From an optimization exercise on the open Yosys and OpenROAD flow, aimed at small area, a short achievable clock period and few clock cycles per item; shortcuts taken in it are not production practice. Only simulation tests tie the RTL to the original design; equivalence was not proved. Power figures rest on the tool's default switching activity, not on a simulated workload.

Setup of build 3:
==> flow/design.v <==
module ifft8_seq #(
  parameter int unsigned W  = 12,
  parameter int unsigned IW = 16
) (
  input  logic                clk,
  input  logic                rst,
  input  logic                in_valid,
  output logic                in_ready,
  input  logic signed [W-1:0] in_re,
  input  logic signed [W-1:0] in_im,
  output logic                out_valid,
  input  logic                out_ready,
  output logic signed [W-1:0] out_re,
  output logic signed [W-1:0] out_im,
  output logic                out_last,
  output logic                busy
);
  localparam int unsigned SW = W + 1;    
  localparam int unsigned UW = W + 3;    
  localparam int unsigned AW = IW;       
  logic signed [W-1:0]  r_ir_re, r_ir_im;
  logic                 r_ir_v;
  logic [2:0]           r_in_cnt;    
  logic [2:0]           r_ld_cnt;    
  logic signed [SW-1:0] r_sr [4];
  logic signed [SW-1:0] r_si [4];
  logic signed [SW-1:0] r_dr [4];
  logic signed [SW-1:0] r_di [4];
  logic w_in_fire;
  logic r_idle;        
  logic r_outph;       
  assign w_in_fire = in_valid & r_idle;
  always_ff @(posedge clk) begin
    r_ir_re <= in_re;
    r_ir_im <= in_im;
  end
  logic signed [SW-1:0] w_ir_re_x, w_ir_im_x;
  assign w_ir_re_x = SW'(r_ir_re);
  assign w_ir_im_x = SW'(r_ir_im);
  always_ff @(posedge clk) begin
    if (r_ir_v) begin
      for (int i = 0; i < 3; i++) begin
        r_sr[i] <= r_sr[i+1];
        r_si[i] <= r_si[i+1];
        r_dr[i] <= r_dr[i+1];
        r_di[i] <= r_di[i+1];
      end
      r_sr[3] <= (r_sr[0] & {SW{r_ld_cnt[2]}}) + w_ir_re_x;
      r_si[3] <= (r_si[0] & {SW{r_ld_cnt[2]}}) + w_ir_im_x;
      r_dr[3] <= r_sr[0] - w_ir_re_x;
      r_di[3] <= r_si[0] - w_ir_im_x;
    end
  end
  function automatic logic [IW-1:0] add4(input logic [IW-1:0] a, input logic [IW-1:0] b,
                                         input logic [IW-1:0] c, input logic [IW-1:0] d,
                                         input logic ci0, input logic ci1, input logic ci2);
    logic [IW-1:0] s1, k1, s2, k2;
    s1 = a ^ b ^ c;
    k1 = {((a & b) | (a & c) | (b & c)) , ci0};
    s2 = s1 ^ k1 ^ d;
    k2 = {((s1 & k1) | (s1 & d) | (k1 & d)), ci1};
    add4 = s2 + k2 + IW'(ci2);
  endfunction
  logic       r_pre;       
  logic [1:0] r_pre_cnt;
  logic [2:0] r_k;         
  logic       r_k_done;    
  logic       w_adv;
  logic       w_step;
  assign w_adv  = ~out_valid | out_ready;
  assign w_step = r_outph & ~r_k_done & w_adv;
  logic                 w_y_load, w_y_v, w_y_neg;
  logic                 w_tr_load, w_ti_load;
  logic signed [UW-1:0] r_y;
  logic signed [UW-1:0] w_y;
  logic signed [UW-1:0] d1r, d1i, d3r, d3i;
  logic signed [UW-1:0] r_tr, r_ti;
  logic                 n1r, n1i, n3r, n3i;
  assign d1r = UW'(r_dr[1]);
  assign d1i = UW'(r_di[1]);
  assign d3r = UW'(r_dr[3]);
  assign d3i = UW'(r_di[3]);
  always_comb begin
    case ({w_y_v, w_y_neg})
      2'b00:   begin n1r = 1'b0; n1i = 1'b1; n3r = 1'b1; n3i = 1'b1; end
      2'b01:   begin n1r = 1'b1; n1i = 1'b1; n3r = 1'b0; n3i = 1'b1; end
      2'b10:   begin n1r = 1'b0; n1i = 1'b0; n3r = 1'b0; n3i = 1'b1; end
      default: begin n1r = 1'b0; n1i = 1'b1; n3r = 1'b0; n3i = 1'b0; end
    endcase
    w_y = add4(d1r ^ {UW{n1r}}, d1i ^ {UW{n1i}}, d3r ^ {UW{n3r}}, d3i ^ {UW{n3i}},
               1'b1, ~w_y_v, ~w_y_v);
  end
  function automatic logic signed [UW-1:0] tw10(input logic signed [UW-1:0] y);
    logic signed [UW+6:0] e;
    logic signed [UW+6:0] p;
    logic signed [UW+6:0] b;
    e = (UW+7)'(y);
    b = {{(UW){1'b0}}, y[UW-1], y[UW-1], 1'b0, y[UW-1], y[UW-1], 1'b0, y[UW-1]};   
    p = (e <<< 6) + (e <<< 4) + (e <<< 3) + e + (e >>> 1) + (e >>> 4) + (e >>> 5)
      + (e >>> 8) + (e >>> 9) + (UW+7)'(12) + b;
    tw10 = p[UW+6:7];
  endfunction
  always_ff @(posedge clk) begin
    if (w_y_load) begin
      r_y <= w_y;
    end
    if (w_tr_load) begin
      r_tr <= tw10(r_y);
    end
    if (w_ti_load) begin
      r_ti <= tw10(r_y);
    end
  end
  logic signed [AW-1:0] w_xr, w_xi;
  logic signed [AW-1:0] s0r, s0i, s1r, s1i, s2r, s2i, s3r, s3i;
  logic signed [AW-1:0] d0r, d0i, d2r, d2i, tr, ti;
  assign s0r = AW'(r_sr[0]);  assign s0i = AW'(r_si[0]);
  assign s1r = AW'(r_sr[1]);  assign s1i = AW'(r_si[1]);
  assign s2r = AW'(r_sr[2]);  assign s2i = AW'(r_si[2]);
  assign s3r = AW'(r_sr[3]);  assign s3i = AW'(r_si[3]);
  assign d0r = AW'(r_dr[0]);  assign d0i = AW'(r_di[0]);
  assign d2r = AW'(r_dr[2]);  assign d2i = AW'(r_di[2]);
  assign tr  = AW'(r_tr);     assign ti  = AW'(r_ti);
  logic signed [AW-1:0] w_ra, w_rb, w_rc, w_rd, w_ia, w_ib, w_ic, w_id;
  logic [8:0]           r_ctl;
  logic [2:0]           r_ctl_i;     
  logic                 c_od, c_sn, c_sw, c_nrb, c_nrc, c_nrd, c_nib, c_nic, c_nid;
  logic                 ci_od, ci_sn, ci_sw;
  assign {c_od, c_sn, c_sw, c_nrb, c_nrc, c_nrd, c_nib, c_nic, c_nid} = r_ctl;
  assign {ci_od, ci_sn, ci_sw} = r_ctl_i;
  function automatic logic [8:0] ctl_of(input logic [2:0] k);
    case (k)
      3'd0: ctl_of = 9'b010_000_000;
      3'd2: ctl_of = 9'b001_110_011;
      3'd4: ctl_of = 9'b010_101_101;
      3'd6: ctl_of = 9'b001_011_110;
      3'd1: ctl_of = 9'b100_100_000;
      3'd3: ctl_of = 9'b100_000_100;
      3'd5: ctl_of = 9'b100_110_010;
      default: ctl_of = 9'b100_010_110;
    endcase
  endfunction
  always_comb begin
    w_ra = c_od ? d0r : s0r;
    w_ia = ci_od ? d0i : s0i;
    w_rb = ({AW{c_od}} & d2i) | ({AW{c_sn}} & s1r) | ({AW{c_sw}} & s1i);
    w_ib = ({AW{ci_od}} & d2r) | ({AW{ci_sn}} & s1i) | ({AW{ci_sw}} & s1r);
    w_rc = c_od ? tr : s2r;
    w_ic = ci_od ? ti : s2i;
    w_rd = ({AW{c_sn}} & s3r) | ({AW{c_sw}} & s3i);
    w_id = ({AW{ci_sn}} & s3i) | ({AW{ci_sw}} & s3r);
    w_xr = add4(w_ra, w_rb ^ {AW{c_nrb}}, w_rc ^ {AW{c_nrc}}, w_rd ^ {AW{c_nrd}},
                c_nrb, c_nrc, c_nrd);
    w_xi = add4(w_ia, w_ib ^ {AW{c_nib}}, w_ic ^ {AW{c_nic}}, w_id ^ {AW{c_nid}},
                c_nib, c_nic, c_nid);
  end
  function automatic logic signed [W-1:0] scale_sat(input logic signed [AW-1:0] v);
    if (v[AW-1] != v[AW-2]) begin
      scale_sat = {v[AW-1], {(W-1){~v[AW-1]}}};
    end else begin
      scale_sat = v[W+2:3];
    end
  endfunction
  assign w_y_v     = r_pre ? r_pre_cnt[1] : r_k[0];
  assign w_y_neg   = ~r_pre & ~r_k[1];
  assign w_y_load  = (r_pre & (r_pre_cnt != 2'd0)) | (w_step & (r_k < 3'd6));
  assign w_tr_load = (r_pre & r_pre_cnt[1]) | (w_step & r_k[0] & (r_k != 3'd7));
  assign w_ti_load = w_step & ~r_k[0];
  always_ff @(posedge clk) begin
    if (w_in_fire & (r_in_cnt == 3'd7)) begin
      r_ctl_i <= 3'b010;
    end else if (w_step) begin
      r_ctl_i <= ctl3_of(r_k + 3'd1);
    end
  end
  function automatic logic [2:0] ctl3_of(input logic [2:0] k);
    logic [8:0] c;
    c = ctl_of(k);
    ctl3_of = c[8:6];
  endfunction
  always_ff @(posedge clk) begin
    if (rst) begin
      r_ir_v    <= 1'b0;
      r_in_cnt  <= 3'd0;
      r_ld_cnt  <= 3'd0;
      r_pre     <= 1'b0;
      r_pre_cnt <= 2'd0;
      r_k       <= 3'd0;
      r_ctl     <= ctl_of(3'd0);
      r_k_done  <= 1'b0;
      in_ready  <= 1'b1;
      r_idle    <= 1'b1;
      r_outph   <= 1'b0;
      busy      <= 1'b0;
      out_valid <= 1'b0;
      out_last  <= 1'b0;
    end else begin
      r_ir_v <= w_in_fire;
      if (r_ir_v) begin
        r_ld_cnt <= r_ld_cnt + 3'd1;
      end
      if (w_in_fire) begin
        r_in_cnt <= r_in_cnt + 3'd1;
        if (r_in_cnt == 3'd7) begin
          in_ready  <= 1'b0;
          r_idle    <= 1'b0;
          busy      <= 1'b1;
          r_pre     <= 1'b1;
          r_pre_cnt <= 2'd0;
          r_k       <= 3'd0;
          r_ctl     <= ctl_of(3'd0);
          r_k_done  <= 1'b0;
        end
      end
      if (r_pre) begin
        r_pre_cnt <= r_pre_cnt + 2'd1;
        if (r_pre_cnt[1]) begin
          r_pre   <= 1'b0;
          r_outph <= 1'b1;
        end
      end
      if (w_step) begin
        out_valid <= 1'b1;
        out_last  <= (r_k == 3'd7);
        out_re    <= scale_sat(w_xr);
        out_im    <= scale_sat(w_xi);
        r_k       <= r_k + 3'd1;
        r_ctl     <= ctl_of(r_k + 3'd1);
        if (r_k == 3'd7) begin
          r_k_done <= 1'b1;
        end
      end else if (out_valid & out_ready) begin
        out_valid <= 1'b0;
      end
      if (out_valid & out_ready & out_last) begin
        in_ready  <= 1'b1;
        r_idle    <= 1'b1;
        r_outph   <= 1'b0;
        busy      <= 1'b0;
        out_valid <= 1'b0;
        out_last  <= 1'b0;
      end
    end
  end
endmodule
Settings: LEC_CHECK=0, CAP_MARGIN=20, CORE_MARGIN=2, CORE_UTILIZATION=40, CTS_BUF_LIST=sky130_fd_sc_hd__clkbuf_16, CTS_CLUSTER_DIAMETER=200, CTS_CLUSTER_SIZE=24, GPL_TIMING_DRIVEN=1, SLEW_MARGIN=20; clock period 22.0 ns.
standard.sh (not shown) runs the stock make flow with config.mk's settings and CLKGATE_MAP_FILE= SYNTH_SCRIPT=/design/flow/synth_recipe.tcl, a recipe that flattens the netlist after the stock synthesis.
==> flow/flow/run.sh <==
#!/bin/bash
# The standard layout (standard.sh) with two changes passed to ORFS:
# buf_2 cells as the port buffers instead of the default pick, and a setup
# margin for the repair steps. ORFS writes its per-step logs under orfs/logs;
# the make output goes to standard.log here.
export BUFFER_PORTS_ARGS="-buffer_cell sky130_fd_sc_hd__buf_2"
export SETUP_SLACK_MARGIN=16
bash standard.sh > standard.log 2>&1
Build 3 completed end to end with timing, DRC and antenna clean.
Testbench counts of build 3, summed over its fixed seeds: cycles 7,680, frames 384.
#### Input delta (build 27 over build 3)
# build 3
export LEC_CHECK = 0
export CAP_MARGIN = 20
export CORE_MARGIN = 2
export CORE_UTILIZATION = 40
export CTS_BUF_LIST = sky130_fd_sc_hd__clkbuf_16
export CTS_CLUSTER_DIAMETER = 200
export CTS_CLUSTER_SIZE = 24
export GPL_TIMING_DRIVEN = 1
export SLEW_MARGIN = 20
create_clock -name core_clock -period 22.0 [get_ports {clk}]
# build 27
export LEC_CHECK = 0
export CAP_MARGIN = 20
export CORE_MARGIN = 2
export CORE_UTILIZATION = 60
export CTS_BUF_LIST = sky130_fd_sc_hd__clkbuf_16
export CTS_CLUSTER_DIAMETER = 200
export CTS_CLUSTER_SIZE = 24
export SLEW_MARGIN = 20
create_clock -name core_clock -period 22.0 [get_ports {clk}]
Notes after the runs:
- Going from build 3 to build 27, the power spent charging and discharging nets was found to have gone down by 1.9%.
- | final area | build 27 vs build 3 | better |
- Diff build 27..build 3 | hold slack | negligible
- Build 27 vs. build 3: minimum clock period went down by 0.010 ns.
- In build 27, the met2 demand-to-capacity share in global routing came out 13 points above the value in build 3.
Relative to build 27, the following input files were edited for build 20:
# build 27
export LEC_CHECK = 0
export CAP_MARGIN = 20
export CORE_MARGIN = 2
export CORE_UTILIZATION = 60
export CTS_BUF_LIST = sky130_fd_sc_hd__clkbuf_16
export CTS_CLUSTER_DIAMETER = 200
export CTS_CLUSTER_SIZE = 24
export SLEW_MARGIN = 20
create_clock -name core_clock -period 22.0 [get_ports {clk}]
# build 20
export LEC_CHECK = 0
export CAP_MARGIN = 20
export CORE_MARGIN = 2
export CORE_UTILIZATION = 40
export CTS_BUF_LIST = sky130_fd_sc_hd__clkbuf_16
export CTS_CLUSTER_DIAMETER = 200
export CTS_CLUSTER_SIZE = 24
export SLEW_MARGIN = 20
create_clock -name core_clock -period 22.0 [get_ports {clk}]
--- outcome ---
- Detailed-route wire length deteriorates in build 20 relative to build 27.
- ~same maximum frequency from static timing analysis in build 20 and build 27
- Between build 20 and build 27, final critical delay including setup and external delays is higher for build 20, build 27 comes in under that.
- Compared build 20 against build 27; worst slack on hold paths within noise.
- Sequential portion of the cell area (lower): build 20
- Looking at area of the placeable core, build 20 sits about 50% higher than build 27 does.
- Taking build 27 as the reference point, the relative contribution of combinational cells to total power of build 20 rises by 0.4 points.

## port drivers added, routing unchanged
The results above use ideal ports. As a check the final layouts listed here were re-extracted and re-timed, cells and wires unchanged.
Step 1 assumes that a clkbuf_16 drives the clock port and a buf_2 every other input.
Step 2 adds t to the input delays and takes it off the output delays; t is the mean of the earliest and latest rising clock arrival at the registers after step 1. Input paths then give back, and output paths get back, about the clock's delay inside the block.
a / b / c = ideal ports / drivers / drivers and shift; a / b = the first two.
| run | t (ns) | slack for setup (ns) | latest minus earliest clock arrival (ns) | worst slew at a driven data input, ns | pins driven straight from the clock port |
|---|---|---|---|---|---|
| build 3 | 0.583 | 16.446 / 16.392 / 16.116 | 0.035 / 0.035 | 0.03 | 1 |
| build 27 | 0.575 | 16.457 / 16.403 / 16.112 | 0.022 / 0.022 | 0.03 | 1 |
| build 20 | 0.583 | 16.446 / 16.392 / 16.116 | 0.035 / 0.035 | 0.03 | 1 |
After both steps setup and hold are still met in every run listed. For build 27, which loses most, drivers alone change the setup slack by -0.054 ns; drivers and shift together by -0.345 ns.
